Background: an optimization exercise with open tools, aiming at small area. Do not read the settings as production practice.
In this exercise RTL edits were held to simulation tests only and were not proved equivalent to the original.
Power and IR drop assume default switching activity.

**design/flow/standard.sh**
```bash
#!/bin/bash
# synth_recipe.tcl (not shown) runs the flow's synth.tcl, then flattens the netlist and writes it again
# the make line also repeats each setting of config.mk as NAME=value (left out here)
make -C /OpenROAD-flow-scripts/flow DESIGN_CONFIG=/design/flow/config.mk WORK_HOME=/design/flow/orfs CLKGATE_MAP_FILE= SYNTH_SCRIPT=/design/flow/synth_recipe.tcl "${@:-finish}"
```
**design/flow/constraint.sdc**
```tcl
create_clock -name core_clock -period 8.0 [get_ports {i_clk}]
set_input_delay 1.6000 -clock core_clock [delete_from_list [all_inputs] [get_ports {i_clk}]]
set_output_delay 1.6000 -clock core_clock [all_outputs]
set_load 0.01 [all_outputs]
```
**design/flow/design.v**
```verilog
package rv_exec_pkg;
    typedef logic [32-1:0] word_t;
    typedef logic [5-1:0] reg_addr_t;
    typedef logic [3:0] alu_op_t;
    localparam alu_op_t ALU_ADD   = 4'd0;
    localparam alu_op_t ALU_SUB   = 4'd1;
    localparam alu_op_t ALU_SLL   = 4'd2;
    localparam alu_op_t ALU_SLT   = 4'd3;
    localparam alu_op_t ALU_SLTU  = 4'd4;
    localparam alu_op_t ALU_XOR   = 4'd5;
    localparam alu_op_t ALU_SRL   = 4'd6;
    localparam alu_op_t ALU_SRA   = 4'd7;
    localparam alu_op_t ALU_OR    = 4'd8;
    localparam alu_op_t ALU_AND   = 4'd9;
    localparam alu_op_t ALU_PASSB = 4'd10;
    localparam logic [6:0] OPC_OP    = 7'b0110011;
    localparam logic [6:0] OPC_OPIMM = 7'b0010011;
    localparam logic [6:0] OPC_LUI   = 7'b0110111;
    localparam logic [2:0] F3_ADD_SUB = 3'b000;
    localparam logic [2:0] F3_SLL     = 3'b001;
    localparam logic [2:0] F3_SLT     = 3'b010;
    localparam logic [2:0] F3_SLTU    = 3'b011;
    localparam logic [2:0] F3_XOR     = 3'b100;
    localparam logic [2:0] F3_SRL_SRA = 3'b101;
    localparam logic [2:0] F3_OR      = 3'b110;
    localparam logic [2:0] F3_AND     = 3'b111;
    localparam logic [6:0] F7_BASE = 7'b0000000;
    localparam logic [6:0] F7_ALT  = 7'b0100000;
endpackage
`timescale 1ns/1ns
module rv_regfile
(
    input  logic        i_clk,
    input  logic [31:1] i_we,         
    input  logic [31:0] i_wdata,
    input  logic [31:1] i_rs1_sel,
    input  logic [31:1] i_rs2_sel,
    output logic [31:0] o_rs1_data,
    output logic [31:0] o_rs2_data
);
    logic [31:0] regs_q [1:31];
    for (genvar r = 1; r < 32; r++)
    begin : g_row
        always_ff @(posedge i_clk)
        begin
            if (i_we[r])
                regs_q[r] <= i_wdata;
        end
    end
    always_comb
    begin
        o_rs1_data = '0;
        o_rs2_data = '0;
        for (int r = 1; r < 32; r++)
        begin
            o_rs1_data = o_rs1_data | ({32{i_rs1_sel[r]}} & regs_q[r]);
            o_rs2_data = o_rs2_data | ({32{i_rs2_sel[r]}} & regs_q[r]);
        end
    end
endmodule
`timescale 1ns/1ns
module rv_decoder
(
    input  logic [31:0] i_instr,
    output logic [31:1] o_rs1_sel,    
    output logic [31:1] o_rs2_sel,    
    output logic [31:0] o_imm,        
    output logic        o_legal,
    output logic [2:0]  o_f3,         
    output logic        o_sub,        
    output logic        o_sra
);
    logic [6:0] opcode;
    logic [2:0] f3;
    logic [6:0] f7;
    logic       is_op, is_opimm, is_lui;
    logic       f7_base, f7_alt;
    assign opcode   = i_instr[6:0];
    assign f3       = i_instr[14:12];
    assign f7       = i_instr[31:25];
    assign is_op    = (opcode == 7'b0110011);
    assign is_opimm = (opcode == 7'b0010011);
    assign is_lui   = (opcode == 7'b0110111);
    assign f7_base  = (f7 == 7'b0000000);
    assign f7_alt   = (f7 == 7'b0100000);
    always_comb
    begin
        o_legal = is_lui;
        if (is_op)
            o_legal = f7_base || (f7_alt && ((f3 == 3'b000) || (f3 == 3'b101)));
        if (is_opimm)
            o_legal = (f3 == 3'b001) ? f7_base :
                      (f3 == 3'b101) ? (f7_base || f7_alt) : 1'b1;
    end
    for (genvar i = 1; i < 32; i++)
    begin : g_sel
        assign o_rs1_sel[i] = !is_lui && (i_instr[19:15] == i);
        assign o_rs2_sel[i] = is_op && (i_instr[24:20] == i);
    end
    always_comb
    begin
        if (is_op)
            o_imm = '0;
        else if (is_lui)
            o_imm = {i_instr[31:12], 12'b0};
        else
            o_imm = {{20{i_instr[31]}}, i_instr[31:20]};
    end
    assign o_f3  = is_lui ? 3'b000 : f3;
    assign o_sub = (is_op && (f3 == 3'b000) && i_instr[30]) || (!is_lui && (f3[2:1] == 2'b01));
    assign o_sra = i_instr[30];
endmodule
`timescale 1ns/1ns
module rv_alu
(
    input  logic [31:0] i_a,
    input  logic [31:0] i_b,
    input  logic [2:0]  i_f3,
    input  logic        i_sub,
    input  logic        i_sra,
    input  logic        i_en,
    output logic [31:0] o_result
);
    logic        sel_add, sel_sll, sel_srx, sel_slt, sel_sltu, sel_xor, sel_or, sel_and;
    logic [31:0] bx;
    logic [31:0] p, g;
    logic [31:0] gp, pp;
    logic [31:0] carry;
    logic [31:0] sum;
    logic        lt, ltu;
    logic [31:0] sh_in, sh_out;
    logic [4:0]  shamt;
    logic        fill;
    assign sel_add  = i_en && (i_f3 == 3'b000);
    assign sel_sll  = i_en && (i_f3 == 3'b001);
    assign sel_slt  = i_en && (i_f3 == 3'b010);
    assign sel_sltu = i_en && (i_f3 == 3'b011);
    assign sel_xor  = i_en && (i_f3 == 3'b100);
    assign sel_srx  = i_en && (i_f3 == 3'b101);
    assign sel_or   = i_en && (i_f3 == 3'b110);
    assign sel_and  = i_en && (i_f3 == 3'b111);
    assign bx  = i_b ^ {32{i_sub}};
    assign p   = i_a ^ bx;
    assign g   = i_a & bx;
    always_comb
    begin
        gp = g;
        pp = p;
        gp[0] = g[0] | (p[0] & i_sub);
        for (int d = 1; d < 32; d = d * 2)
            for (int i = 2 * d - 1; i < 32; i = i + 2 * d)
            begin
                gp[i] = gp[i] | (pp[i] & gp[i - d]);
                pp[i] = pp[i] & pp[i - d];
            end
        for (int d = 8; d >= 1; d = d / 2)
            for (int i = 3 * d - 1; i < 32; i = i + 2 * d)
            begin
                gp[i] = gp[i] | (pp[i] & gp[i - d]);
                pp[i] = pp[i] & pp[i - d];
            end
    end
    assign carry = {gp[30:0], i_sub};
    assign sum   = p ^ carry;
    assign ltu   = !gp[31];
    assign lt    = p[31] ^ gp[31];
    assign shamt = i_b[4:0];
    assign fill  = i_sra && i_a[31] && (i_f3 == 3'b101);
    always_comb
    begin
        for (int i = 0; i < 32; i++)
            sh_in[i] = (i_f3 == 3'b001) ? i_a[31-i] : i_a[i];
    end
    assign sh_out = 32'($signed({fill, sh_in}) >>> shamt);
    always_comb
    begin
        for (int i = 0; i < 32; i++)
            o_result[i] = (sel_add & sum[i])
                        | (sel_srx & sh_out[i])
                        | (sel_sll & sh_out[31-i])
                        | ((sel_xor | sel_or) & p[i])
                        | ((sel_or | sel_and) & g[i]);
        o_result[0] = o_result[0] | (sel_slt & lt) | (sel_sltu & ltu);
    end
endmodule
`timescale 1ns/1ns
module rv_pipe_ctrl
(
    input  logic        i_clk,
    input  logic        i_rst_n,
    input  logic        i_instr_valid,
    output logic        o_instr_ready,
    input  logic [4:0]  i_rd,
    input  logic [31:0] i_a,
    input  logic [31:0] i_b,
    input  logic [2:0]  i_f3,
    input  logic        i_sub,
    input  logic        i_sra,
    input  logic        i_legal,
    output logic [31:0] o_a,
    output logic [31:0] o_b,
    output logic [2:0]  o_f3,
    output logic        o_sub,
    output logic        o_sra,
    output logic        o_en,         
    output logic        o_wb_valid,
    output logic [4:0]  o_wb_rd,
    output logic        o_wb_illegal,
    input  logic        i_wb_ready,
    output logic        o_wr          
);
    logic        valid_q;
    logic [4:0]  rd_q;
    logic        legal_q;
    assign o_instr_ready = !valid_q || i_wb_ready;
    always_ff @(posedge i_clk)
    begin
        if (!i_rst_n)
            valid_q <= 1'b0;
        else if (o_instr_ready)
            valid_q <= i_instr_valid;
    end
    always_ff @(posedge i_clk)
    begin
        if (o_instr_ready)
        begin
            rd_q    <= i_legal ? i_rd : 5'd0;
            legal_q <= i_legal;
            o_a     <= i_a;
            o_b     <= i_b;
            o_f3    <= i_f3;
            o_sub   <= i_sub;
            o_sra   <= i_sra;
        end
    end
    assign o_en         = legal_q && i_rst_n;
    assign o_wb_valid   = valid_q;
    assign o_wb_rd      = rd_q;
    assign o_wb_illegal = !legal_q;
    assign o_wr         = valid_q && i_wb_ready && legal_q;
endmodule
`timescale 1ns/1ns
module rv_exec_top
(
    input  logic                   i_clk,
    input  logic                   i_rst_n,
    input  logic                   i_instr_valid,
    output logic                   o_instr_ready,
    input  rv_exec_pkg::word_t     i_instr,
    output logic                   o_wb_valid,
    output rv_exec_pkg::reg_addr_t o_wb_rd,
    output rv_exec_pkg::word_t     o_wb_data,
    output logic                   o_wb_illegal,
    input  logic                   i_wb_ready
);
    logic [31:1] rs1_sel, rs2_sel;
    logic [31:0] imm;
    logic        legal, sub, sra;
    logic [2:0]  f3;
    logic [31:0] rs1_data, rs2_data;
    logic [31:0] a_d, b_d;
    logic [31:0] ex_a, ex_b;
    logic [2:0]  ex_f3;
    logic        ex_sub, ex_sra, ex_en;
    logic [31:0] result;
    logic        wr;
    logic [31:1] we;
    logic        fwd1, fwd2;
    rv_decoder rv_decoder_i
    (
        .i_instr    (i_instr),
        .o_rs1_sel  (rs1_sel),
        .o_rs2_sel  (rs2_sel),
        .o_imm      (imm),
        .o_legal    (legal),
        .o_f3       (f3),
        .o_sub      (sub),
        .o_sra      (sra)
    );
    for (genvar r = 1; r < 32; r++)
    begin : g_we
        assign we[r] = !i_rst_n || (wr && (o_wb_rd == r));
    end
    rv_regfile rv_regfile_i
    (
        .i_clk      (i_clk),
        .i_we       (we),
        .i_wdata    (result),
        .i_rs1_sel  (rs1_sel),
        .i_rs2_sel  (rs2_sel),
        .o_rs1_data (rs1_data),
        .o_rs2_data (rs2_data)
    );
    assign fwd1 = |(we & rs1_sel);
    assign fwd2 = |(we & rs2_sel);
    assign a_d  = fwd1 ? result : rs1_data;
    assign b_d  = fwd2 ? result : (rs2_data | imm);
    rv_pipe_ctrl rv_pipe_ctrl_i
    (
        .i_clk         (i_clk),
        .i_rst_n       (i_rst_n),
        .i_instr_valid (i_instr_valid),
        .o_instr_ready (o_instr_ready),
        .i_rd          (i_instr[11:7]),
        .i_a           (a_d),
        .i_b           (b_d),
        .i_f3          (f3),
        .i_sub         (sub),
        .i_sra         (sra),
        .i_legal       (legal),
        .o_a           (ex_a),
        .o_b           (ex_b),
        .o_f3          (ex_f3),
        .o_sub         (ex_sub),
        .o_sra         (ex_sra),
        .o_en          (ex_en),
        .o_wb_valid    (o_wb_valid),
        .o_wb_rd       (o_wb_rd),
        .o_wb_illegal  (o_wb_illegal),
        .i_wb_ready    (i_wb_ready),
        .o_wr          (wr)
    );
    rv_alu rv_alu_i
    (
        .i_a      (ex_a),
        .i_b      (ex_b),
        .i_f3     (ex_f3),
        .i_sub    (ex_sub),
        .i_sra    (ex_sra),
        .i_en     (ex_en),
        .o_result (result)
    );
    assign o_wb_data = result;
endmodule
```
**design/flow/config.mk**
```make
export PLATFORM = sky130hd
export DESIGN_NAME = rv_exec_top
export DESIGN_NICKNAME = rv_exec_top
export VERILOG_FILES = /design/flow/design.v
export SDC_FILE = /design/flow/constraint.sdc
export NUM_CORES = 4
export LEC_CHECK = 0
export CAP_MARGIN = 10
export CORE_MARGIN = 2
export CORE_UTILIZATION = 52
export GPL_TIMING_DRIVEN = 0
export SETUP_SLACK_MARGIN = 0.05
export SLEW_MARGIN = 10
```
**design/flow/flow/run.sh**
```bash
#!/bin/bash
# The standard layout (standard.sh) with these changes:
#  - synthesis: the final ABC mapping uses an area-oriented script
#    (flow/abc_area_map.script) in place of ORFS's speed script. Everything
#    else, register mapping and names included, is the standard synthesis.
#  - placement: ports are buffered with buf_2 instead of the default cell.
#  - clock tree: clkbuf_8 leaf clusters of up to 20 sinks, 45 um across,
#    and no dummy loads.
# Each tool's output goes to a log of its own here (synth.log, layout.log);
# ORFS's per-step logs are under orfs/logs.
set -euo pipefail
W=$(pwd)
rm -rf "$W/scripts_abc"
cp -r "$FLOW_HOME/scripts" "$W/scripts_abc"
cp "$W/flow/abc_area_map.script" "$W/scripts_abc/abc_speed.script"
SCRIPTS_DIR="$W/scripts_abc" bash standard.sh synth > "$W/synth.log" 2>&1
export BUFFER_PORTS_ARGS="-buffer_cell sky130_fd_sc_hd__buf_2"
export CTS_ARGS="-sink_clustering_enable -repair_clock_nets -dont_use_dummy_load -buf_list sky130_fd_sc_hd__clkbuf_8 -sink_clustering_size 20 -sink_clustering_max_diameter 45"
bash standard.sh finish > "$W/layout.log" 2>&1
```
**design/flow/flow/abc_area_map.script**
```
strash
&get -n
&st
&dch -f
&nf -R 1000
&put
buffer -c
topo
stime -c
upsize -c
dnsize -c
```
==> results.sh, run 1 <==
export IMPL_synthFlopType="edfxtp_1"
export IMPL_synth_fp_nets=3557
export IMPL_holdCritPathClass="reg -> reg"
export IMPL_pin_count=76
export IMPL_synth_ff_latch_count=1068
export IMPL_utilization_pct=58.7
export IMPL_post_place_ws_ns=-0.565
export IMPL_grt_max_degree=63
export IMPL_drc=0
export IMPL_tightest_slew_ns=1.36
export IMPL_cts_root_buf="clkbuf_8"
export IMPL_power_density_nw_per_um2=209
export IMPL_finalSetupTns_ns=-0.0459
export IMPL_drive_gt1_share_pct=11.5
export IMPL_antenna_found_initial=8
export IMPL_synth_cells=3473
export IMPL_hpwlAfterDp_um=143000
export IMPL_vias=38800
export IMPL_die_h_um=311
export IMPL_place_area_um2=52700
export IMPL_worst_slack_ns=-0.0459
export IMPL_place_congestion=0.970
export IMPL_maxCapViolCount=0
export IMPL_grt_pass1_wl_um=276000
export IMPL_synth_edf_count=1067
export IMPL_yosysSeqAreaShare_pct=65.6
export IMPL_slew_headroom_pct=9.53
export IMPL_instances_no_fill=5019
export IMPL_violations="setup timing"
export IMPL_critPathRequiredTime_ns=8.45
export IMPL_hold_violations=0
export IMPL_peakVddDrop_v=0.000147
export IMPL_regToRegSetupSlack_ns=1.54
export IMPL_clock_latency_ns=0.83
export IMPL_track_usage_pct=40.0
export IMPL_fin_crit_sh_pct=101
export IMPL_fp_row_count=112
export IMPL_status="complete, but fails checks"
export IMPL_vias_per_cell=7.74
export IMPL_power_total_mw=11.4
export IMPL_antenna_left=0
export IMPL_seqPwrFrac_pct=59.3
export IMPL_synth_area_leaders="edfxtp_1 (66%), a221o_1 (12%), a222oi_1 (3.0%)"
export IMPL_yosys_warnings=5
export IMPL_netSwitchingFraction_pct=27.2
export IMPL_core_area_um2=93200
export IMPL_setup_viol=1
export IMPL_hold_slack_ns=0.616
export IMPL_die_w_um=311
export IMPL_clkPwrFrac_pct=27.2
export IMPL_worstPathMaxFanout=10
export IMPL_cts_max_level=3
export IMPL_syn_avg_cell_area_um2=14.1
export IMPL_arrival_ns=8.50
export IMPL_cts_inserted_buffers=118
export IMPL_first_iter_violations=7466
export IMPL_slew_violations=0
export IMPL_fillCellCount=7422
export IMPL_final_nets=3846
export IMPL_area_delta_synth_final_pct=11.9
export IMPL_clock_sinks=1068
export IMPL_yosysTopAreaCellShare_pct=65.6
export IMPL_post_route_cell_area_um2=54700
export IMPL_endpoint_kind="register"
export IMPL_critPathKind="in -> reg"
export IMPL_fmax_mhz=124
export IMPL_start_util_pct=52.5
export IMPL_post_drt_wl_per_cell_um=39.8
export IMPL_fin_crit_ns=8.05
export IMPL_grt_overflow=0
export IMPL_synth_area_um2=48900
export IMPL_rsz0062_at_grt="true"
export IMPL_fp_dieArea_um2=96500
export IMPL_clk_pin_slew_worst_paths_ns=0.07
export IMPL_wl_um=200000
export IMPL_leakage_nw=19.1
export IMPL_p_switching_mw=3.11
export IMPL_cts_tree="built"
export IMPL_dp_cells=4867
export IMPL_yosysTopAreaCell="edfxtp_1"
export IMPL_start_kind="primary input"
export IMPL_clk_path_buf_depth=3
export IMPL_synthArstFlopShare_pct=0
export IMPL_first_global_vias=37100
export IMPL_drtPass1Iterations=10
export IMPL_combPwrFrac_pct=13.5
export IMPL_io_buffers=69
export IMPL_ys_types=57
export IMPL_internal_power_mw=8.33
export IMPL_fin_skew_ns=0.132
## state kept, by name, indices dropped and copies added, names as in the netlist, 3 cells and up
name and count:
rv_regfile_i.regs_q 992, rv_pipe_ctrl_i.o_a 32, rv_pipe_ctrl_i.o_b 32, rv_pipe_ctrl_i.rd_q 5, rv_pipe_ctrl_i.o_f3 3
## cell families (layout without fill, tap and decap cells)
family / count (synthesis) / in the layout / share of synthesized area, %
flops: 1068 / 1068 / 65.6
compound gates: 1261 / 1261 / 22.0
xor+xnor: 48 / 48 / 0.860
buf+inv: 273 / 559 / 2.15
mux: 71 / 71 / 1.51
other cells: 0 / 5 / 0
simple gates: 704 / 705 / 6.45
fa+ha+maj: 48 / 48 / 1.47
## per-layer routing
layer	routed length, um	part of all wire (%)	GRT usage, %
met5	43	0.022	0
met4	12500	6.3	21.2
met3	24600	12	11.0
met2	93300	47	64.2
met1	69500	35	49.7
## final timing paths
path,to,depth (start not counted),from
setup / recovery,rv_pipe_ctrl_i.o_a[9],23,i_instr[6]
hold / removal,rv_pipe_ctrl_i.o_a[11],2,rv_regfile_i.regs_q[31][11]
setup reg to reg,rv_regfile_i.regs_q[26][15],21,rv_pipe_ctrl_i.o_b[1]
hold reg to reg,rv_pipe_ctrl_i.o_a[11],2,rv_regfile_i.regs_q[31][11]
## final cells by class
cell class | instances | area [um^2] | share of cell area [%]
timing repair inverter | 4 | 20.0 | 0.0366
antenna | 5 | 12.5 | 0.0229
inverter | 26 | 133 | 0.242
buffer | 243 | 956 | 1.75
timing repair buffer | 168 | 1930 | 3.53
sequential | 1068 | 32100 | 58.6
tap | 1254 | 1570 | 2.87
clock buffer | 118 | 1620 | 2.97
multi-input combinational | 2133 | 16400 | 30.0
## power groups by stage
stage	Sequential (mW)	Combinational, mW	Clock, mW
floorplan	6.80	0.838	0
global placement	6.91	1.36	0
detailed placement	6.88	1.46	0
CTS	6.76	1.48	3.11
global route	6.80	1.62	3.28
finish	6.78	1.54	3.12
## Yosys cell counts (16+ instances only)
cell type	number
mux2i_1	48
xor2_1	48
nand2_1	307
ha_1	32
nand4_1	51
a21o_1	21
a21oi_1	135
nor2b_1	16
clkbuf_1	220
edfxtp_1	1067
nor3_1	49
a22oi_1	117
mux2_2	23
nor2_1	143
a222oi_1	146
fa_1	16
nand3_1	104
o21ai_0	116
a211oi_1	23
a221o_1	589
a221oi_1	51
inv_1	24
## worst max-delay path: stages
cell and delay, ns:
buf_2 0.12, nor2b_4 0.13, nand2_4 0.08, nor4_4 0.29
buf_2 0.33, nor3_2 0.20, clkbuf_1 0.44, clkbuf_1 0.48
a222oi_1 0.47, nand3_1 0.23, a221o_1 0.32, a221o_1 0.32
a221o_1 0.32, a221o_1 0.32, a221o_1 0.29, a221o_1 0.26
a221o_1 0.28, a221o_1 0.41, a221o_1 0.39, a221oi_1 0.41
nand4_1 0.20, a211oi_1 0.48, a21oi_1 0.08
## cell usage in the layout (no fill, tap or decap), types with 17 or more instances in the layout
| cell | count |
|---|---|
| xor2_1 | 48 |
| clkbuf_8 | 118 |
| o21ai_0 | 81 |
| nand2_1 | 307 |
| buf_12 | 29 |
| o21ai_1 | 17 |
| clkbuf_1 | 209 |
| a22oi_1 | 117 |
| nand4_1 | 51 |
| a21o_1 | 18 |
| buf_2 | 81 |
| o21ai_4 | 33 |
| nand3_1 | 96 |
| a21oi_1 | 133 |
| a211oi_1 | 23 |
| nor2_1 | 143 |
| nor3_2 | 24 |
| mux2i_1 | 48 |
| a221oi_1 | 46 |
| nor3_1 | 27 |
| edfxtp_1 | 1067 |
| ha_1 | 32 |
| buf_4 | 40 |
| mux2_2 | 23 |
| buf_16 | 23 |
| a221o_1 | 589 |
| a222oi_1 | 146 |
## repair_timing
action | 4_1_cts | 5_1_grt
hold buffers | 0 | 0
resized for setup | 23 | 17
endpoints found under the setup margin | 24 | 16
gates cloned | 2 | 3
pin swaps | 2 | 5
setup buffers | 12 | 14
==> inputs of run 2 (changes only) <==
--- a/design/flow/design.v
+++ b/design/flow/design.v
@@ -114,34 +114,26 @@
 module rv_alu
 (
     input  logic [31:0] i_a,
-    input  logic [31:0] i_b,
-    input  logic [2:0]  i_f3,
+    input  logic [31:0] i_bx,
     input  logic        i_sub,
-    input  logic        i_sra,
-    input  logic        i_en,
+    input  logic        i_fill,       
+    input  logic        i_sel_add,
+    input  logic        i_sel_sll,
+    input  logic        i_sel_srx,
+    input  logic        i_sel_slt,
+    input  logic        i_sel_sltu,
+    input  logic        i_sel_p,      
+    input  logic        i_sel_g,      
     output logic [31:0] o_result
 );
-    logic        sel_add, sel_sll, sel_srx, sel_slt, sel_sltu, sel_xor, sel_or, sel_and;
-    logic [31:0] bx;
     logic [31:0] p, g;
     logic [31:0] gp, pp;
     logic [31:0] carry;
     logic [31:0] sum;
     logic        lt, ltu;
-    logic [31:0] sh_in, sh_out;
-    logic [4:0]  shamt;
-    logic        fill;
-    assign sel_add  = i_en && (i_f3 == 3'b000);
-    assign sel_sll  = i_en && (i_f3 == 3'b001);
-    assign sel_slt  = i_en && (i_f3 == 3'b010);
-    assign sel_sltu = i_en && (i_f3 == 3'b011);
-    assign sel_xor  = i_en && (i_f3 == 3'b100);
-    assign sel_srx  = i_en && (i_f3 == 3'b101);
-    assign sel_or   = i_en && (i_f3 == 3'b110);
-    assign sel_and  = i_en && (i_f3 == 3'b111);
-    assign bx  = i_b ^ {32{i_sub}};
-    assign p   = i_a ^ bx;
-    assign g   = i_a & bx;
+    logic [31:0] sh_out;
+    assign p = i_a ^ i_bx;
+    assign g = i_a & i_bx;
     always_comb
     begin
         gp = g;
@@ -164,23 +156,16 @@
     assign sum   = p ^ carry;
     assign ltu   = !gp[31];
     assign lt    = p[31] ^ gp[31];
-    assign shamt = i_b[4:0];
-    assign fill  = i_sra && i_a[31] && (i_f3 == 3'b101);
-    always_comb
-    begin
-        for (int i = 0; i < 32; i++)
-            sh_in[i] = (i_f3 == 3'b001) ? i_a[31-i] : i_a[i];
-    end
-    assign sh_out = 32'($signed({fill, sh_in}) >>> shamt);
+    assign sh_out = 32'($signed({i_fill, i_a}) >>> i_bx[4:0]);
     always_comb
     begin
         for (int i = 0; i < 32; i++)
-            o_result[i] = (sel_add & sum[i])
-                        | (sel_srx & sh_out[i])
-                        | (sel_sll & sh_out[31-i])
-                        | ((sel_xor | sel_or) & p[i])
-                        | ((sel_or | sel_and) & g[i]);
-        o_result[0] = o_result[0] | (sel_slt & lt) | (sel_sltu & ltu);
+            o_result[i] = (i_sel_add & sum[i])
+                        | (i_sel_srx & sh_out[i])
+                        | (i_sel_sll & sh_out[31-i])
+                        | (i_sel_p & p[i])
+                        | (i_sel_g & g[i]);
+        o_result[0] = o_result[0] | (i_sel_slt & lt) | (i_sel_sltu & ltu);
     end
 endmodule
 `timescale 1ns/1ns
@@ -197,12 +182,11 @@
     input  logic        i_sub,
     input  logic        i_sra,
     input  logic        i_legal,
-    output logic [31:0] o_a,
-    output logic [31:0] o_b,
-    output logic [2:0]  o_f3,
+    output logic [31:0] o_a,          
+    output logic [31:0] o_bx,         
     output logic        o_sub,
-    output logic        o_sra,
-    output logic        o_en,         
+    output logic        o_fill,
+    output logic [6:0]  o_sel,        
     output logic        o_wb_valid,
     output logic [4:0]  o_wb_rd,
     output logic        o_wb_illegal,
@@ -212,6 +196,9 @@
     logic        valid_q;
     logic [4:0]  rd_q;
     logic        legal_q;
+    logic [6:0]  sel_q;
+    logic [6:0]  sel_d;
+    logic [31:0] a_d;
     assign o_instr_ready = !valid_q || i_wb_ready;
     always_ff @(posedge i_clk)
     begin
@@ -220,20 +207,41 @@
         else if (o_instr_ready)
             valid_q <= i_instr_valid;
     end
+    always_comb
+    begin
+        sel_d = '0;
+        case (i_f3)
+            3'b000: sel_d[0] = 1'b1;
+            3'b001: sel_d[1] = 1'b1;
+            3'b101: sel_d[2] = 1'b1;
+            3'b010: sel_d[3] = 1'b1;
+            3'b011: sel_d[4] = 1'b1;
+            3'b100: sel_d[5] = 1'b1;
+            3'b110: sel_d[6:5] = 2'b11;
+            3'b111: sel_d[6] = 1'b1;
+        endcase
+        if (!i_legal)
+            sel_d = '0;
+    end
+    always_comb
+    begin
+        for (int i = 0; i < 32; i++)
+            a_d[i] = (i_f3 == 3'b001) ? i_a[31-i] : i_a[i];
+    end
     always_ff @(posedge i_clk)
     begin
         if (o_instr_ready)
         begin
             rd_q    <= i_legal ? i_rd : 5'd0;
             legal_q <= i_legal;
-            o_a     <= i_a;
-            o_b     <= i_b;
-            o_f3    <= i_f3;
+            sel_q   <= sel_d;
+            o_a     <= a_d;
+            o_bx    <= i_b ^ {32{i_sub}};
             o_sub   <= i_sub;
-            o_sra   <= i_sra;
+            o_fill  <= i_sra && i_a[31];
         end
     end
-    assign o_en         = legal_q && i_rst_n;
+    assign o_sel        = sel_q & {7{i_rst_n}};
     assign o_wb_valid   = valid_q;
     assign o_wb_rd      = rd_q;
     assign o_wb_illegal = !legal_q;
@@ -259,9 +267,9 @@
     logic [2:0]  f3;
     logic [31:0] rs1_data, rs2_data;
     logic [31:0] a_d, b_d;
-    logic [31:0] ex_a, ex_b;
-    logic [2:0]  ex_f3;
-    logic        ex_sub, ex_sra, ex_en;
+    logic [31:0] ex_a, ex_bx;
+    logic        ex_sub, ex_fill;
+    logic [6:0]  ex_sel;
     logic [31:0] result;
     logic        wr;
     logic [31:1] we;
@@ -309,11 +317,10 @@
         .i_sra         (sra),
         .i_legal       (legal),
         .o_a           (ex_a),
-        .o_b           (ex_b),
-        .o_f3          (ex_f3),
+        .o_bx          (ex_bx),
         .o_sub         (ex_sub),
-        .o_sra         (ex_sra),
-        .o_en          (ex_en),
+        .o_fill        (ex_fill),
+        .o_sel         (ex_sel),
         .o_wb_valid    (o_wb_valid),
         .o_wb_rd       (o_wb_rd),
         .o_wb_illegal  (o_wb_illegal),
@@ -322,13 +329,18 @@
     );
     rv_alu rv_alu_i
     (
-        .i_a      (ex_a),
-        .i_b      (ex_b),
-        .i_f3     (ex_f3),
-        .i_sub    (ex_sub),
-        .i_sra    (ex_sra),
-        .i_en     (ex_en),
-        .o_result (result)
+        .i_a        (ex_a),
+        .i_bx       (ex_bx),
+        .i_sub      (ex_sub),
+        .i_fill     (ex_fill),
+        .i_sel_add  (ex_sel[0]),
+        .i_sel_sll  (ex_sel[1]),
+        .i_sel_srx  (ex_sel[2]),
+        .i_sel_slt  (ex_sel[3]),
+        .i_sel_sltu (ex_sel[4]),
+        .i_sel_p    (ex_sel[5]),
+        .i_sel_g    (ex_sel[6]),
+        .o_result   (result)
     );
     assign o_wb_data = result;
 endmodule
==> design/flow/flow/abc_area_map.script (replaced) <==
strash
&get -n
&st
&dch -f
&nf -R 1000
&put
topo
stime -c
upsize -c
dnsize -c
==> results.sh, run 2 <==
export IMPL_synth_fp_nets=3252
export IMPL_synth_area_leaders="edfxtp_1 (67%), a221o_1 (14%), a222oi_1 (2.8%)"
export IMPL_worstPathMaxFanout=32
export IMPL_antenna_left=0
export IMPL_grt_max_degree=58
export IMPL_slew_violations=0
export IMPL_vias=37200
export IMPL_syn_avg_cell_area_um2=15.1
export IMPL_clk_path_buf_depth=3
export IMPL_largest_register_ffs=992
export IMPL_peakVddDrop_v=0.000150
export IMPL_postCtsHoldBufs=0
export IMPL_power_density_nw_per_um2=224
export IMPL_tightest_slew_ns=1.37
export IMPL_yosysTopAreaCellShare_pct=67.1
export IMPL_synth_cells=3167
export IMPL_io_buffers=75
export IMPL_area_delta_synth_final_pct=16.8
export IMPL_wl_met1_um=65700
export IMPL_yosys_top_cells_count="edfxtp_1 (1071), a221o_1 (650), nand2_1 (295)"
export IMPL_ys_types=54
export IMPL_antenna_found_initial=3
export IMPL_track_usage_pct=37.4
export IMPL_drc=0
export IMPL_synthArstFlopShare_pct=0
export IMPL_holdCritPathClass="reg -> reg"
export IMPL_fmax_mhz=132
export IMPL_wl_met2_um=84600
export IMPL_fin_skew_ns=0.107
export IMPL_utilization_pct=61.2
export IMPL_die_w_um=308
export IMPL_clock_sinks=1072
export IMPL_setup_viol=0
export IMPL_reg_largest_list="rv_regfile_i.regs_q (992), rv_pipe_ctrl_i.o_a (32), rv_pipe_ctrl_i.o_bx (32)"
export IMPL_yosys_warnings=5
export IMPL_slew_headroom_pct=7.45
export IMPL_cts_max_level=3
export IMPL_post_drt_wl_per_cell_um=37.3
export IMPL_fin_crit_sh_pct=94.5
export IMPL_finalSetupTns_ns=0
export IMPL_arrival_ns=5.96
export IMPL_vias_per_cell=7.72
export IMPL_fin_crit_ns=7.56
export IMPL_place_area_um2=54100
export IMPL_synth_edf_count=1071
export IMPL_place_congestion=0.951
export IMPL_endpoint_kind="primary output"
export IMPL_start_util_pct=52.4
export IMPL_status="timing/DRC/antenna clean"
export IMPL_clock_latency_ns=0.83
export IMPL_yosysSeqAreaShare_pct=67.1
export IMPL_clk_pin_slew_worst_paths_ns=0.07
export IMPL_grt_overflow=0
export IMPL_first_iter_violations=6077
export IMPL_fillCellCount=6868
export IMPL_hold_slack_ns=0.825
export IMPL_final_cell_mix="edfxtp_1 (1071), a221o_1 (650), nand2_1 (276), a222oi_1 (134), a21oi_1 (131)"
export IMPL_synthFlopType="edfxtp_1"
export IMPL_topRoutingLayerUsed="met5"
export IMPL_first_global_vias=36500
export IMPL_synth_ff_latch_count=1072
export IMPL_final_common_cell="edfxtp_1"
export IMPL_cts_root_buf="clkbuf_8"
export IMPL_leakage_nw=19.7
export IMPL_core_area_um2=91500
export IMPL_drtPass1Iterations=9
export IMPL_maxCapViolCount=0
export IMPL_yosysTopAreaCell="edfxtp_1"
export IMPL_drive_gt1_share_pct=16.7
export IMPL_fp_row_count=111
export IMPL_critPathRequiredTime_ns=6.40
export IMPL_critPathKind="reg -> out"
export IMPL_start_kind="register"
export IMPL_hold_violations=0
export IMPL_wl_um=180000
export IMPL_die_h_um=308
export IMPL_synth_area_um2=47900
export IMPL_final_nets=3716
export IMPL_regMostFlops="rv_regfile_i.regs_q"
export IMPL_grt_pass1_wl_um=257000
export IMPL_hpwlAfterDp_um=127000
export IMPL_cts_inserted_buffers=117
export IMPL_synth_most_common_cell="edfxtp_1"
export IMPL_fp_dieArea_um2=94600
export IMPL_wl_met3_um=18800
export IMPL_pin_count=76
export IMPL_cts_tree="built"
export IMPL_post_route_cell_area_um2=56000
export IMPL_rsz0062_at_grt="false"
run 2: changes by cell type after synthesis, moves of 24 or more:
cell and change:
a221o_1 +61, a22oi_1 -41, clkbuf_1 -220, inv_1 -24, nand4_1 -26, nor2_1 -37, o21ai_0 +35, xnor2_1 +34
xor2_1 -45
run 2: path summary, 6_finish.rpt:
kind / slack, ns / end / depth (start not counted) / startpoint
min reg2reg: 0.83 / rv_pipe_ctrl_i.o_a[17] / 4 / rv_regfile_i.regs_q[30][14]
min: 0.83 / rv_pipe_ctrl_i.o_a[17] / 4 / rv_regfile_i.regs_q[30][14]
max reg2reg: 2.27 / rv_pipe_ctrl_i.o_a[7] / 20 / rv_pipe_ctrl_i.o_a[0]
max: 0.44 / o_wb_data[0] / 20 / rv_pipe_ctrl_i.o_a[0]
run 2: final cells by class:
class	count	area, um^2	area share, %
flip-flops and latches	1072	32200	57.5
diodes	1	2.50	0.00447
inverters	23	106	0.190
repair buffers	344	4040	7.22
multi-input cells	2073	16600	29.6
clock buffers	117	1610	2.88
well taps	1186	1480	2.65
run 2: logic make-up (layout without fill, tap and decap cells):
kind of cell,Yosys count,count (layout),synth area share [%]
buf+inv,23,484,0.180
xor+xnor,37,37,0.676
simple gates,625,626,5.87
flops,1072,1072,67.1
other cells,0,1,0
mux,62,62,1.38
fa+ha+maj,49,49,1.55
compound gates,1299,1299,23.2
run 2: per-layer routing:
layer / global-route usage, % / vias up
met3: 6.69 / 556
met2: 60.3 / 2673
li1: - / 15200
met1: 48.1 / 18800
met4: 20.4 / 4
met5: 0 / -
run 2: through the flow:
stage	std cells	total power, mW	setup WS [ns]
6_report	4816	12.5	0.438
5_1_grt	4816	12.9	0.0669
4_1_cts	4811	12.5	0.0638
3_5_place_dp	4687	9.47	-2.72
3_3_place_gp	4428	9.29	-5.04
2_1_floorplan	3167	8.51	0.783
run 2: power breakdown:
group | switching, mW | total (mW) | leakage [nW] | internal, mW
registers | 0.409 | 7.49 | 11.1 | 7.08
logic | 1.34 | 1.96 | 7.79 | 0.625
clock network | 1.80 | 3.09 | 0.841 | 1.29
run 2: timing repair:
item | CTS | global route
buffers inserted | 7 | 2
endpoints found under the setup margin | 294 | 10
gates cloned | 0 | 1
pin swaps | 1 | 2
resized for setup | 18 | 9
run 2: worst max-delay path, stage by stage (launching register included):
cell and delay (ns):
edfxtp_1 0.47, fa_1 0.47, clkinv_1 0.07, fa_1 0.23, o21ai_2 0.11, a21o_1 0.20, a21oi_2 0.26, o21bai_1 0.11
a21oi_2 0.29, o21ai_1 0.18, nand3_1 0.11, nand2_1 0.17, a41o_2 0.39, a31oi_4 0.22, buf_12 0.16, nor3_1 0.05
nor3_1 0.25, xnor2_1 0.11, a31oi_1 0.52, clkinv_2 0.53, buf_2 0.30
==> inputs of run 3 (changes only) <==
==> design/flow/flow/abc_area_map.script (replaced) <==
strash
&get -n
&st
&dch -f
&nf -R 1000
&put
buffer -c
topo
stime -c
upsize -c
dnsize -c
--- a/design/flow/config.mk
+++ b/design/flow/config.mk
@@ -9,5 +9,5 @@
 export CORE_MARGIN = 2
 export CORE_UTILIZATION = 52
 export GPL_TIMING_DRIVEN = 0
-export SETUP_SLACK_MARGIN = 0.05
+export SETUP_SLACK_MARGIN = 0.25
 export SLEW_MARGIN = 10
==> results.sh, run 3 <==
export IMPL_combPwrFrac_pct=17.1
export IMPL_ys_types=60
export IMPL_synth_most_common_cell="edfxtp_1"
export IMPL_slew_violations=0
export IMPL_synth_edf_count=1071
export IMPL_track_usage_pct=39.8
export IMPL_cts_tree="built"
export IMPL_antenna_found_initial=11
export IMPL_critPathKind="reg -> out"
export IMPL_postCtsHoldBufs=0
export IMPL_place_congestion=1.02
export IMPL_worstPathMaxFanout=10
export IMPL_io_buffers=68
export IMPL_yosys_warnings=5
export IMPL_yosysSeqAreaShare_pct=65.7
export IMPL_critPathRequiredTime_ns=6.40
export IMPL_clock_latency_ns=0.88
export IMPL_regMostFlops="rv_regfile_i.regs_q"
export IMPL_hold_slack_ns=0.782
export IMPL_start_kind="register"
export IMPL_final_cell_mix="edfxtp_1 (1071), a221o_1 (650), nand2_1 (272), clkbuf_1 (230), a21oi_1 (136)"
export IMPL_leakage_nw=18.9
export IMPL_holdCritPathClass="reg -> reg"
export IMPL_largest_register_ffs=992
export IMPL_die_h_um=311
export IMPL_drc=0
export IMPL_syn_avg_cell_area_um2=14.2
export IMPL_die_w_um=311
export IMPL_pin_count=76
export IMPL_fillCellCount=7431
export IMPL_internal_power_mw=9.04
export IMPL_yosys_top_cells_count="edfxtp_1 (1071), a221o_1 (650), nand2_1 (294)"
export IMPL_rsz0062_at_grt="true"
export IMPL_power_density_nw_per_um2=235
export IMPL_arrival_ns=6.17
export IMPL_cts_max_level=3
export IMPL_area_delta_synth_final_pct=11.9
export IMPL_post_drt_wl_per_cell_um=39.7
export IMPL_regToRegSetupSlack_ns=1.48
export IMPL_utilization_pct=58.7
export IMPL_synth_cells=3445
export IMPL_start_util_pct=52.5
export IMPL_antenna_left=0
export IMPL_synthArstFlopShare_pct=0
export IMPL_endpoint_kind="primary output"
export IMPL_seqCellArea_um2=32200
export IMPL_p_switching_mw=3.83
export IMPL_finalSetupTns_ns=0
export IMPL_drtPass1Iterations=10
export IMPL_final_common_cell="edfxtp_1"
export IMPL_reg_largest_list="rv_regfile_i.regs_q (992), rv_pipe_ctrl_i.o_a (32), rv_pipe_ctrl_i.o_bx (32)"
export IMPL_setup_viol=0
export IMPL_synthFlopType="edfxtp_1"
export IMPL_r2r_end="rv_pipe_ctrl_i.o_a[13]"
export IMPL_hold_end="rv_pipe_ctrl_i.valid_q"
export IMPL_hpwlAfterDp_um=145000
export IMPL_fin_crit_ns=7.77
export IMPL_min_delay_start="rv_pipe_ctrl_i.valid_q"
export IMPL_netSwitchingFraction_pct=29.7
export IMPL_grt_pass1_wl_um=272000
export IMPL_clk_path_buf_depth=3
export IMPL_yosysTopAreaCell="edfxtp_1"
export IMPL_r2r_cells=13
export IMPL_wl_um=198000
export IMPL_fin_skew_ns=0.131
export IMPL_status="timing/DRC/antenna clean"
export IMPL_clock_sinks=1072
export IMPL_fp_dieArea_um2=96700
export IMPL_core_area_um2=93300
export IMPL_cts_root_buf="clkbuf_8"
export IMPL_synth_area_um2=49000
export IMPL_clkPwrFrac_pct=24.1
export IMPL_hold_path_depth=2
export IMPL_multi_input_area_um2=16300
export IMPL_first_iter_violations=7425
export IMPL_final_nets=3795
export IMPL_peakVddDrop_v=0.000178
export IMPL_grt_max_degree=68
export IMPL_tightest_slew_ns=1.42
export IMPL_yosysTopAreaCellShare_pct=65.7
export IMPL_clk_pin_slew_worst_paths_ns=0.08
export IMPL_vias=38300
export IMPL_maxCapViolCount=0
export IMPL_grt_overflow=0
export IMPL_crit_reg2reg_launch="rv_pipe_ctrl_i.legal_q"
export IMPL_seqPwrFrac_pct=58.7
export IMPL_first_global_vias=36700
export IMPL_synth_fp_nets=3530
export IMPL_fmax_mhz=129
export IMPL_fin_crit_sh_pct=97.2
export IMPL_slew_headroom_pct=4.67
export IMPL_synth_area_leaders="edfxtp_1 (66%), a221o_1 (13%), a222oi_1 (2.7%)"
export IMPL_drive_gt1_share_pct=11.2
export IMPL_cts_inserted_buffers=117
export IMPL_fp_row_count=112
export IMPL_vias_per_cell=7.71
export IMPL_synth_ff_latch_count=1072
export IMPL_hold_violations=0
[run 3: cell types whose count changed in the layout (fill, tap and decap cells not counted), moves of 30 or more]
cell | previous run | this run
buf_4 | 107 | 13
clkbuf_1 | 0 | 230
buf_6 | 53 | 2
o21ai_0 | 109 | 79
nor3_1 | 4 | 36
o21ai_1 | 7 | 38
[run 3: area by class of cell]
type,count,share of cell area [%]
Inverter,23,0.173
Multi-Input combinational cell,2072,29.8
Buffer,278,2.00
Antenna cell,7,0.0320
Sequential cell,1072,58.7
Timing Repair inverter,2,0.0183
Timing Repair Buffer,144,3.51
Clock buffer,117,2.94
Tap cell,1254,2.86
[run 3: per-stage QoR]
stage                     total power, mW  setup slack (ns)  instance area (um^2)  std cells
after floorplan                      8.54              1.62                 49000       3445
after CTS                            12.7             0.243                 54700       4958
final                                12.9             0.227                 54800       4969
after detailed placement             9.72            -0.551                 52900       4834
after global routing                 13.2            0.0332                 54800       4967
after global placement               9.55             -3.26                 50900       4767
[run 3: how the worst max path moves through the flow]
stage	cells after the start	end	start	slack, ns
finish	24	o_wb_data[31]	rv_pipe_ctrl_i.o_bx[1]	0.23
floorplan	19	o_wb_data[30]	rv_pipe_ctrl_i.o_bx[1]	1.62
global route	24	o_wb_data[31]	rv_pipe_ctrl_i.o_bx[1]	0.03
detailed placement	23	o_wb_data[31]	rv_pipe_ctrl_i.o_bx[1]	-0.55
CTS	24	o_wb_data[31]	rv_pipe_ctrl_i.o_bx[1]	0.24
global placement	12	rv_pipe_ctrl_i.o_a[18]	i_wb_ready	-3.26
[run 3: logic make-up (layout without fill, tap and decap cells)]
kind of cell               Yosys count  in the layout  synth area share (%)
DFF                               1072           1072                  65.7
other                                0              7                     0
and+or+nand+nor                    625            625                  5.66
muxes                               62             62                  1.35
adders and majority gates           49             49                  1.51
xor gates and xnor gates            37             37                 0.662
buffers and inverters              301            564                  2.39
AOI/OAI and AO/OA                 1299           1299                  22.7
[run 3: critical path: stages, from the launching register on]
cell        delay, ns
edfxtp_1         0.48
clkbuf_2         0.25
clkinv_2         0.21
clkbuf_4         0.28
fa_1             0.47
o21ai_2          0.22
a21o_1           0.14
a21oi_1          0.11
o21bai_1         0.18
a21oi_2          0.11
o21ai_1          0.25
nand3_1          0.11
nand2_1          0.14
a41o_2           0.31
a31oi_4          0.15
o21ai_1          0.25
a31oi_1          0.14
fa_1             0.40
xnor2_1          0.17
a22oi_1          0.16
o211ai_1         0.16
a21oi_4          0.23
clkinvlp_4       0.12
buf_4            0.16
buf_2            0.16
[run 3: power groups by stage]
| stage | combinational, mW | sequential (mW) | clock [mW] |
|---|---|---|---|
| finish | 2.20 | 7.56 | 3.11 |
| global route | 2.29 | 7.60 | 3.29 |
| CTS | 2.11 | 7.53 | 3.10 |
| detailed placement | 2.07 | 7.65 | 0 |
| global placement | 1.87 | 7.69 | 0 |
| floorplan | 1.07 | 7.47 | 0 |
[run 3: routing by layer]
layer  vias up  global-route usage, %  share of wire, %
li1      15400                      -                 -
met1     19300                   50.3                35
met2      3087                   63.3                46
met3       594                   10.3                13
met4         6                   20.5               6.2
met5         -                   1.19             0.097
[run 3: timing repair]
| action | CTS | global route |
|---|---|---|
| endpoints found under the setup margin | 20 | 36 |
| endpoints found under the hold margin | 0 | 0 |
| buffers inserted | 5 | 4 |
| gates cloned | 2 | 0 |
| pin swaps | 0 | 1 |
| resized for setup | 18 | 23 |
==> inputs of run 4 (changes only) <==
--- a/design/flow/config.mk
+++ b/design/flow/config.mk
@@ -9,5 +9,5 @@
 export CORE_MARGIN = 2
 export CORE_UTILIZATION = 52
 export GPL_TIMING_DRIVEN = 0
-export SETUP_SLACK_MARGIN = 0.25
+export SETUP_SLACK_MARGIN = 0.4
 export SLEW_MARGIN = 10
==> results.sh, run 4 <==
export IMPL_status="timing/DRC/antenna clean"
export IMPL_synth_ff_latch_count=1072
export IMPL_peakVddDrop_v=0.000178
export IMPL_fin_skew_ns=0.132
export IMPL_fp_dieArea_um2=96700
export IMPL_synthArstFlopShare_pct=0
export IMPL_wl_um=198000
export IMPL_track_usage_pct=39.8
export IMPL_hold_path_depth=2
export IMPL_critPathSlowestCell="a221oi_2"
export IMPL_slowest_delay_ns=0.64
export IMPL_vias=38400
export IMPL_synth_edf_count=1071
export IMPL_synth_cells=3445
export IMPL_yosysTopAreaCell="edfxtp_1"
export IMPL_cts_root_buf="clkbuf_8"
export IMPL_core_area_um2=93300
export IMPL_tightest_slew_ns=1.34
export IMPL_antenna_found_initial=10
export IMPL_path_common_cell="a221o_1"
export IMPL_power_density_nw_per_um2=235
export IMPL_fmax_mhz=131
export IMPL_clock_sinks=1072
export IMPL_path_cells="buf_2 -> nand3b_2 -> nor4_4 -> nor3_1 -> clkbuf_1 -> clkbuf_1 -> a222oi_1 -> nand3_1 -> a221o_1 -> a221o_1 -> a221o_1 -> a221o_1 -> a221o_1 -> a221o_1 -> a221o_1 -> a221o_1 -> a221oi_2 -> a21oi_1 -> a21oi_1 -> mux2i_1"
export IMPL_io_buffers=68
export IMPL_first_iter_violations=7380
export IMPL_fillCellCount=7424
export IMPL_hpwlAfterDp_um=145000
export IMPL_place_congestion=1.02
export IMPL_clk_pin_slew_worst_paths_ns=0.07
export IMPL_multi_input_area_um2=16400
export IMPL_endpoint_kind="register"
export IMPL_cts_inserted_buffers=117
export IMPL_area_delta_synth_final_pct=12.1
export IMPL_leakage_nw=19.0
export IMPL_regMostFlops="rv_regfile_i.regs_q"
export IMPL_post_drt_wl_per_cell_um=39.7
export IMPL_drc=0
export IMPL_instances_no_fill=4970
export IMPL_hold_violations=0
export IMPL_grt_max_degree=68
export IMPL_slew_headroom_pct=9.80
export IMPL_yosys_top_cells_count="edfxtp_1 (1071), a221o_1 (650), nand2_1 (294)"
export IMPL_postCtsHoldBufs=0
export IMPL_r2r_end="rv_pipe_ctrl_i.o_a[18]"
export IMPL_cts_max_level=3
export IMPL_synth_area_leaders="edfxtp_1 (66%), a221o_1 (13%), a222oi_1 (2.7%)"
export IMPL_hold_end="rv_pipe_ctrl_i.valid_q"
export IMPL_fin_crit_sh_pct=95.1
export IMPL_cts_tree="built"
export IMPL_yosys_warnings=5
export IMPL_final_nets=3795
export IMPL_place_area_um2=52900
export IMPL_start_util_pct=52.5
export IMPL_grt_pass1_wl_um=272000
export IMPL_final_common_cell="edfxtp_1"
export IMPL_syn_avg_cell_area_um2=14.2
export IMPL_regToRegSetupSlack_ns=1.45
export IMPL_synthFlopType="edfxtp_1"
export IMPL_largest_register_ffs=992
export IMPL_grt_overflow=0
export IMPL_drive_gt1_share_pct=11.4
export IMPL_start_kind="primary input"
export IMPL_dp_cells=4834
export IMPL_fin_crit_ns=7.61
export IMPL_synth_fp_nets=3530
export IMPL_critPathKind="in -> reg"
export IMPL_synth_area_um2=49000
export IMPL_synth_most_common_cell="edfxtp_1"
export IMPL_antenna_left=0
export IMPL_setup_viol=0
export IMPL_yosysSeqAreaShare_pct=65.7
export IMPL_seqCellArea_um2=32200
export IMPL_arrival_ns=8.08
export IMPL_drtPass1Iterations=10
export IMPL_utilization_pct=58.8
export IMPL_clk_path_buf_depth=3
export IMPL_r2r_cells=13
export IMPL_post_route_cell_area_um2=54900
export IMPL_final_cell_mix="edfxtp_1 (1071), a221o_1 (650), nand2_1 (272), clkbuf_1 (228), a21oi_1 (135)"
export IMPL_first_global_vias=36700
export IMPL_die_h_um=311
export IMPL_fp_row_count=112
export IMPL_yosysTopAreaCellShare_pct=65.7
export IMPL_holdCritPathClass="reg -> reg"
export IMPL_clock_latency_ns=0.87
export IMPL_slew_violations=0
export IMPL_maxCapViolCount=0
export IMPL_reg_largest_list="rv_regfile_i.regs_q (992), rv_pipe_ctrl_i.o_a (32), rv_pipe_ctrl_i.o_bx (32)"
export IMPL_vias_per_cell=7.73
export IMPL_ys_types=60
export IMPL_rsz0062_at_grt="true"
export IMPL_die_w_um=311
export IMPL_worstPathMaxFanout=10
export IMPL_min_delay_start="rv_pipe_ctrl_i.valid_q"
export IMPL_crit_reg2reg_launch="rv_pipe_ctrl_i.legal_q"
export IMPL_pin_count=76
export IMPL_critPathRequiredTime_ns=8.47
run 4: worst max-delay path: cells and delay by family:
family / cells / cell delay [ns]
compound gates: 12 / 4.28
buf+inv: 3 / 0.89
mux: 1 / 0.12
simple gates: 4 / 1.17
run 4: cell families after synthesis:
group                      synth area share, %
DFF                                       65.7
AOI/OAI and AO/OA                         22.7
adders and majority gates                 1.51
xor gates and xnor gates                 0.662
and+or+nand+nor                           5.66
muxes                                     1.35
buffers and inverters                     2.39
run 4: area by class of cell:
type | count | area share, %
timing repair buffer | 144 | 3.51
buffer | 278 | 2.01
clock buffer | 117 | 2.93
inverter | 23 | 0.175
multi-input combinational | 2072 | 29.8
antenna | 8 | 0.0365
tap | 1254 | 2.86
timing repair inverter | 2 | 0.0182
sequential | 1072 | 58.6
run 4: stage by stage:
step / hold slack (ns) / TNS [ns] / total power, mW / setup WS (ns)
final: 0.777 / 0 / 12.9 / 0.390
after CTS: 0.800 / 0 / 12.7 / 0.318
after global placement: 0.831 / -256.12 / 9.55 / -3.26
after global routing: 0.837 / 0 / 13.2 / 0.208
after detailed placement: 0.779 / -7.93 / 9.72 / -0.551
after floorplan: 0.719 / 0 / 8.54 / 1.62
run 4: repair_timing:
item / in CTS / in global routing
hold endpoints to repair: 0 / 0
pin swaps: 1 / 0
resized for setup: 25 / 27
endpoints found under the setup margin: 26 / 37
setup buffers: 6 / 3
cloned: 2 / 0
run 4: worst max path at each step:
stage	from	endpoint	slack (ns)	cells after the start
2_1_floorplan	rv_pipe_ctrl_i.o_bx[1]	o_wb_data[30]	1.62	19
3_3_place_gp	i_wb_ready	rv_pipe_ctrl_i.o_a[18]	-3.26	12
3_5_place_dp	rv_pipe_ctrl_i.o_bx[1]	o_wb_data[31]	-0.55	23
4_1_cts	rv_pipe_ctrl_i.o_bx[1]	o_wb_data[31]	0.32	24
5_1_grt	rv_pipe_ctrl_i.o_bx[1]	o_wb_data[31]	0.21	24
6_report	i_instr[6]	rv_pipe_ctrl_i.o_a[7]	0.39	20
run 4: metal layers:
metal  part of all wire [%]  global-route usage, %
met1                     35                   50.3
met2                     46                   63.2
met3                     12                   10.3
met4                    6.1                   20.6
met5                  0.089                   1.19
run 4: power breakdown:
| group | switching, mW | internal [mW] | total (mW) | leakage (nW) |
|---|---|---|---|---|
| Clock | 1.82 | 1.29 | 3.11 | 0.841 |
| Combinational | 1.53 | 0.682 | 2.21 | 7.07 |
| Sequential | 0.479 | 7.08 | 7.56 | 11.1 |
| Total | 3.83 | 9.05 | 12.9 | 19.0 |
==> inputs of run 5 (changes only) <==
==> design/flow/flow/abc_area_map.script (replaced) <==
strash
&get -n
&st
&dch -f
&nf -R 1000
&put
buffer -c -N 16
topo
stime -c
upsize -c
dnsize -c
==> results.sh, run 5 <==
export IMPL_status="timing/DRC/antenna clean"
export IMPL_yosysTopAreaCellShare_pct=66.1
export IMPL_vias=36100
export IMPL_regToRegSetupSlack_ns=2.10
export IMPL_utilization_pct=58.1
export IMPL_regMostFlops="rv_regfile_i.regs_q"
export IMPL_grt_overflow=0
export IMPL_io_buffers=68
export IMPL_cts_inserted_buffers=130
export IMPL_gr_usage_met3_pct=6.22
export IMPL_track_usage_pct=35.4
export IMPL_tightest_slew_ns=1.38
export IMPL_final_cell_mix="edfxtp_1 (1071), a221o_1 (650), nand2_1 (275), a21oi_1 (136), a222oi_1 (134)"
export IMPL_fp_row_count=112
export IMPL_hpwlAfterDp_um=123000
export IMPL_die_w_um=310
export IMPL_synth_fp_nets=3435
export IMPL_r2r_end="rv_regfile_i.regs_q[30][31]"
export IMPL_postCtsHoldBufs=0
export IMPL_power_total_mw=12.8
export IMPL_grt_busiest_layer="met2"
export IMPL_vias_per_cell=7.41
export IMPL_reg_largest_list="rv_regfile_i.regs_q (992), rv_pipe_ctrl_i.o_a (32), rv_pipe_ctrl_i.o_bx (32)"
export IMPL_wl_um=172000
export IMPL_setup_viol=0
export IMPL_synth_edf_count=1071
export IMPL_yosys_area_share_simple_pct=5.69
export IMPL_yosys_warnings=5
export IMPL_clock_latency_ns=0.86
export IMPL_largest_register_ffs=992
export IMPL_peakVddDrop_v=0.000152
export IMPL_start_util_pct=52.3
export IMPL_area_delta_synth_final_pct=11.2
export IMPL_core_area_um2=93000
export IMPL_drive_gt1_share_pct=11.1
export IMPL_cts_root_buf="clkbuf_8"
export IMPL_hold_violations=0
export IMPL_clk_path_buf_depth=3
export IMPL_r2r_cells=23
export IMPL_start_kind="primary input"
export IMPL_fmax_mhz=133
export IMPL_cts_tree="built"
export IMPL_cts_max_level=4
export IMPL_grt_util_met2_pct=58.4
export IMPL_antenna_left=0
export IMPL_globalRouteMet1Util_pct=44.4
export IMPL_clk_pin_slew_worst_paths_ns=0.07
export IMPL_first_global_vias=35700
export IMPL_yosysSeqAreaShare_pct=66.2
export IMPL_synthMuxAreaShare_pct=1.36
export IMPL_clock_sinks=1072
export IMPL_final_nets=3702
export IMPL_syn_avg_cell_area_um2=14.5
export IMPL_final_common_cell="edfxtp_1"
export IMPL_grt_max_degree=49
export IMPL_synth_area_leaders="edfxtp_1 (66%), a221o_1 (13%), a222oi_1 (2.8%)"
export IMPL_slew_headroom_pct=7.85
export IMPL_slew_violations=0
export IMPL_synthArstFlopShare_pct=0
export IMPL_crit_reg2reg_launch="rv_pipe_ctrl_i.o_bx[1]"
export IMPL_fin_skew_ns=0.117
export IMPL_worstPathMaxFanout=16
export IMPL_antenna_found_initial=7
export IMPL_yosys_area_share_xor_xnor_pct=0.667
export IMPL_synth_ff_latch_count=1072
export IMPL_finalSetupTns_ns=0
export IMPL_critPathRequiredTime_ns=8.54
export IMPL_leakage_nw=18.7
export IMPL_fin_crit_sh_pct=94.2
export IMPL_yosysTopAreaCell="edfxtp_1"
export IMPL_grt_pass1_wl_um=246000
export IMPL_arrival_ns=8.08
export IMPL_drtPass1Iterations=9
export IMPL_rsz0062_at_grt="true"
export IMPL_endpoint_kind="register"
export IMPL_maxCapViolCount=0
export IMPL_synth_most_common_cell="edfxtp_1"
export IMPL_ys_types=56
export IMPL_critPathKind="in -> reg"
export IMPL_synth_compound_area_share_pct=22.9
export IMPL_yosys_top_cells_count="edfxtp_1 (1071), a221o_1 (650), nand2_1 (295)"
export IMPL_synth_top_family_by_area="compound AO/OA/AOI/OAI gates"
export IMPL_crit_path_end="rv_pipe_ctrl_i.o_a[27]"
export IMPL_post_drt_wl_per_cell_um=35.2
export IMPL_fp_dieArea_um2=96000
export IMPL_synth_fa_ha_area_share_pct=1.52
export IMPL_synth_area_um2=48600
export IMPL_die_h_um=310
export IMPL_startpoint="i_instr[6]"
export IMPL_synthFlopType="edfxtp_1"
export IMPL_pin_count=76
export IMPL_fin_crit_ns=7.54
export IMPL_drc=0
export IMPL_fillCellCount=7502
export IMPL_holdCritPathClass="reg -> reg"
export IMPL_first_iter_violations=5587
export IMPL_place_congestion=0.994
export IMPL_power_density_nw_per_um2=237
export IMPL_synth_cells=3350
## run 5: cell type report
class                           instances  area, um^2  area share, %
Multi-Input combinational cell       2075       16200           30.0
Clock buffer                          130        1790           3.31
Timing Repair inverter                  2        10.0         0.0185
Antenna cell                            4        10.0         0.0185
Inverter                               23        96.3          0.178
Sequential cell                      1072       32200           59.5
Buffer                                183         746           1.38
Tap cell                             1254        1570           2.90
Timing Repair Buffer                  130        1440           2.67
## run 5: kinds of logic (layout without fill, tap and decap cells)
group                    Yosys count  after routing
AO/OA/AOI/OAI                   1299           1299
other                              0              4
XOR/XNOR                          37             37
AND/OR/NAND/NOR                  625            628
multiplexers                      62             62
flip-flops                      1072           1072
adder cells (fa/ha/maj)           49             49
buffers and inverters            206            468
## run 5: routing by layer
layer  vias to the layer above  part of all wire (%)  wire [um]
met1                     18300                    37      64300
met5                         -                 0.022         38
met3                       480                   8.6      14700
met2                      2207                    48      82500
li1                      15200                     -          -
met4                         6                   5.9      10100
## run 5: worst min path at each step
stage	slack (ns)	endpoint	cells after the start	start
floorplan	0.72	rv_pipe_ctrl_i.o_bx[3]	4	rv_regfile_i.regs_q[31][3]
global placement	0.77	rv_pipe_ctrl_i.o_bx[25]	4	rv_regfile_i.regs_q[30][25]
detailed placement	0.79	rv_pipe_ctrl_i.o_bx[25]	4	rv_regfile_i.regs_q[30][25]
CTS	0.80	rv_pipe_ctrl_i.o_bx[9]	4	rv_regfile_i.regs_q[31][9]
global route	0.85	rv_pipe_ctrl_i.o_bx[30]	4	rv_regfile_i.regs_q[30][30]
finish	0.80	rv_pipe_ctrl_i.o_bx[9]	4	rv_regfile_i.regs_q[31][9]
## run 5: per-stage QoR
| stage | area (um^2) | worst slack, ns | hold slack [ns] | instances |
|---|---|---|---|---|
| 6_report | 54100 | 0.464 | 0.797 | 4873 |
| 5_1_grt | 54100 | 0.314 | 0.851 | 4872 |
| 3_5_place_dp | 52000 | -0.599 | 0.787 | 4722 |
| 2_1_floorplan | 48600 | 1.39 | 0.722 | 3350 |
| 3_3_place_gp | 50500 | -3.59 | 0.772 | 4672 |
| 4_1_cts | 54000 | 0.228 | 0.801 | 4865 |
## run 5: worst max-delay path, stage by stage
cell	delay [ns]
buf_2	0.14
nand3b_2	0.27
nor4_4	0.55
nor3_1	0.31
clkbuf_1	0.55
a222oi_1	0.44
nand3_1	0.18
a221o_1	0.31
a221o_1	0.28
a221o_1	0.28
a221o_1	0.27
a221o_1	0.27
a221o_1	0.29
a221o_1	0.28
a221o_1	0.28
a221o_1	0.37
a221o_1	0.33
a221o_1	0.27
a221oi_1	0.40
o21ai_1	0.18
nor2_1	0.13
a21oi_1	0.06
## run 5: power breakdown
| group | internal [mW] | switching (mW) |
|---|---|---|
| Clock | 1.44 | 1.85 |
| Sequential | 7.08 | 0.434 |
| Combinational | 0.602 | 1.40 |
| Total | 9.12 | 3.68 |
## run 5: what timing repair did
item                                    in CTS  in global routing
resized for setup                           39                 15
endpoints found under the setup margin      28                 22
setup buffers                                9                  2
cloned                                       4                  1
pin swaps                                    4                  4
==> inputs of run 6 (changes only) <==
==> design/flow/flow/abc_area_map.script (replaced) <==
strash
&get -n
&st
&dch -f
&nf -R 1000
&put
buffer -c -N 24
topo
stime -c
upsize -c
dnsize -c
==> results.sh, run 6 <==
export IMPL_antenna_found_initial=3
export IMPL_fmax_mhz=134
export IMPL_synth_most_common_cell="edfxtp_1"
export IMPL_antenna_left=0
export IMPL_path_common_cell="buf_2"
export IMPL_io_buffers=67
export IMPL_power_density_nw_per_um2=231
export IMPL_yosysTopAreaCell="edfxtp_1"
export IMPL_syn_avg_cell_area_um2=14.8
export IMPL_post_drt_wl_per_cell_um=33.7
export IMPL_final_cell_mix="edfxtp_1 (1071), a221o_1 (650), nand2_1 (271), a222oi_1 (134), a21oi_1 (132)"
export IMPL_slew_violations=0
export IMPL_maxCapViolCount=0
export IMPL_p_switching_mw=3.54
export IMPL_cts_tree="built"
export IMPL_worst_slack_ns=0.559
export IMPL_post_place_ws_ns=-1.78
export IMPL_final_nets=3640
export IMPL_cts_max_level=3
export IMPL_slowest_delay_ns=0.75
export IMPL_arrival_ns=5.84
export IMPL_holdCritPathClass="reg -> reg"
export IMPL_tightest_slew_ns=1.33
export IMPL_clk_pin_slew_worst_paths_ns=0.07
export IMPL_place_congestion=0.927
export IMPL_ys_types=59
export IMPL_synth_fp_nets=3357
export IMPL_postCtsHoldBufs=0
export IMPL_vias_per_cell=7.39
export IMPL_start_util_pct=52.6
export IMPL_fin_skew_ns=0.0890
export IMPL_regMostFlops="rv_regfile_i.regs_q"
export IMPL_synth_edf_count=1071
export IMPL_drtPass1Iterations=7
export IMPL_cts_inserted_buffers=117
export IMPL_worstPathMaxFanout=34
export IMPL_die_h_um=309
export IMPL_reg_largest_list="rv_regfile_i.regs_q (992), rv_pipe_ctrl_i.o_a (32), rv_pipe_ctrl_i.o_bx (32)"
export IMPL_peakVddDrop_v=0.000185
export IMPL_clock_latency_ns=0.82
export IMPL_fp_dieArea_um2=95700
export IMPL_synthFlopType="edfxtp_1"
export IMPL_critPathSlowestCell="clkbuf_4"
export IMPL_clk_path_buf_depth=3
export IMPL_synth_ff_latch_count=1072
export IMPL_track_usage_pct=33.3
export IMPL_combPwrFrac_pct=15.6
export IMPL_fin_crit_sh_pct=93.0
export IMPL_yosys_top_cells_count="edfxtp_1 (1071), a221o_1 (650), nand2_1 (294)"
export IMPL_synth_area_um2=48500
export IMPL_cp_top_family="buffers and inverters"
export IMPL_internal_power_mw=8.97
export IMPL_start_kind="primary input"
export IMPL_fillCellCount=7213
export IMPL_crit_buf_inv=5
export IMPL_first_iter_violations=5416
export IMPL_yosys_warnings=5
export IMPL_seqPwrFrac_pct=59.9
export IMPL_drive_gt1_share_pct=15.1
export IMPL_status="timing/DRC/antenna clean"
export IMPL_dp_cells=4656
export IMPL_grt_max_degree=62
export IMPL_fin_crit_ns=7.44
export IMPL_endpoint_kind="primary output"
export IMPL_netSwitchingFraction_pct=28.3
export IMPL_instances_no_fill=4799
export IMPL_critPathKind="in -> out"
export IMPL_area_delta_synth_final_pct=11.8
export IMPL_synth_cells=3272
export IMPL_final_common_cell="edfxtp_1"
export IMPL_cts_root_buf="clkbuf_8"
export IMPL_largest_register_ffs=992
export IMPL_grt_overflow=0
export IMPL_rsz0062_at_grt="true"
export IMPL_synthArstFlopShare_pct=0
export IMPL_first_global_vias=35100
export IMPL_slew_headroom_pct=11.0
export IMPL_clkPwrFrac_pct=24.5
export IMPL_leakage_nw=19.0
export IMPL_yosysTopAreaCellShare_pct=66.3
export IMPL_hold_violations=0
export IMPL_wl_um=162000
export IMPL_critPathRequiredTime_ns=6.40
export IMPL_vias=35500
export IMPL_utilization_pct=58.8
export IMPL_setup_viol=0
export IMPL_path_cells="buf_2 -> clkbuf_4 -> and2_1 -> clkbuf_1 -> buf_2 -> a222oi_1 -> nand2_2 -> buf_2"
export IMPL_grt_pass1_wl_um=236000
export IMPL_drc=0
export IMPL_power_total_mw=12.5
export IMPL_pin_count=76
export IMPL_fp_row_count=111
export IMPL_synth_area_leaders="edfxtp_1 (66%), a221o_1 (13%), a222oi_1 (2.8%)"
export IMPL_clock_sinks=1072
export IMPL_hpwlAfterDp_um=113000
export IMPL_die_w_um=309
export IMPL_yosysSeqAreaShare_pct=66.4
export IMPL_core_area_um2=92100
[run 6: layout make-up]
type	instances	area [um^2]	area share [%]
buffer	105	561	1.03
tap	1243	1560	2.87
sequential	1072	32200	59.4
timing repair inverter	2	10.0	0.0185
timing repair buffer	158	1610	2.97
multi-input combinational	2076	16600	30.6
inverter	23	93.8	0.173
clock buffer	117	1610	2.97
antenna	3	7.51	0.0139
[run 6: timing repair]
action | CTS | global route
endpoints found under the setup margin | 302 | 12
setup buffers | 10 | 3
endpoints found under the hold margin | 0 | 0
resized for setup | 56 | 13
pin swaps | 8 | 5
cloned | 5 | 1
[run 6: path summary, 6_finish.rpt]
kind	end	slack (ns)	start	depth (start not counted)
worst max-delay path	o_wb_data[21]	0.56	i_rst_n	8
worst min-delay path	rv_pipe_ctrl_i.o_bx[19]	0.80	rv_regfile_i.regs_q[30][19]	4
worst max register to register	rv_pipe_ctrl_i.o_bx[31]	2.24	rv_pipe_ctrl_i.o_bx[1]	26
worst min register to register	rv_pipe_ctrl_i.o_bx[19]	0.80	rv_regfile_i.regs_q[30][19]	4
[run 6: cell families after synthesis]
family | Yosys count | share of synthesized area [%]
muxes | 62 | 1.37
DFF | 1072 | 66.4
xor gates and xnor gates | 37 | 0.668
adders and majority gates | 49 | 1.53
and+or+nand+nor | 625 | 5.72
AOI/OAI and AO/OA | 1299 | 23.2
buffers and inverters | 128 | 1.17
[run 6: power by group through the flow]
stage,clock network [mW],logic [mW],registers [mW]
after floorplan,0,1.06,7.47
after global placement,0,1.71,7.60
after detailed placement,0,1.83,7.60
after CTS,3.10,1.90,7.47
after global routing,3.29,2.09,7.55
final,3.06,1.96,7.49
[run 6: layer usage]
metal	global-route usage [%]	vias up	share of wire (%)
met3	5.09	380	8.6
met4	15.9	0	5.0
met5	0	-	0
met1	43.2	18000	39
li1	-	15000	-
met2	55.4	2056	48
[run 6: worst register-to-register path: cells and delay by family (launching register included)]
family | cells | cell delay [ns]
AOI/OAI and AO/OA | 14 | 2.61
xor gates and xnor gates | 2 | 0.35
adders and majority gates | 2 | 0.87
buffers and inverters | 5 | 0.89
DFF | 1 | 0.35
and+or+nand+nor | 3 | 0.39
[run 6: per-stage QoR]
stage	cell area [um^2]	setup TNS [ns]	hold slack, ns
3_3_place_gp	50400	-308.66	0.762
3_5_place_dp	52100	-49.13	0.785
4_1_cts	54000	0	0.810
2_1_floorplan	48500	0	0.719
6_report	54200	0	0.800
5_1_grt	54200	0	0.855

Check on run 6: ideal ports give 0.559 ns setup slack; a clkbuf_16 on the clock port and buf_2 on the inputs give 0.534 ns; moving port delays by the midpoint clock arrival (0.847 ns) as well gives 0.107 ns.
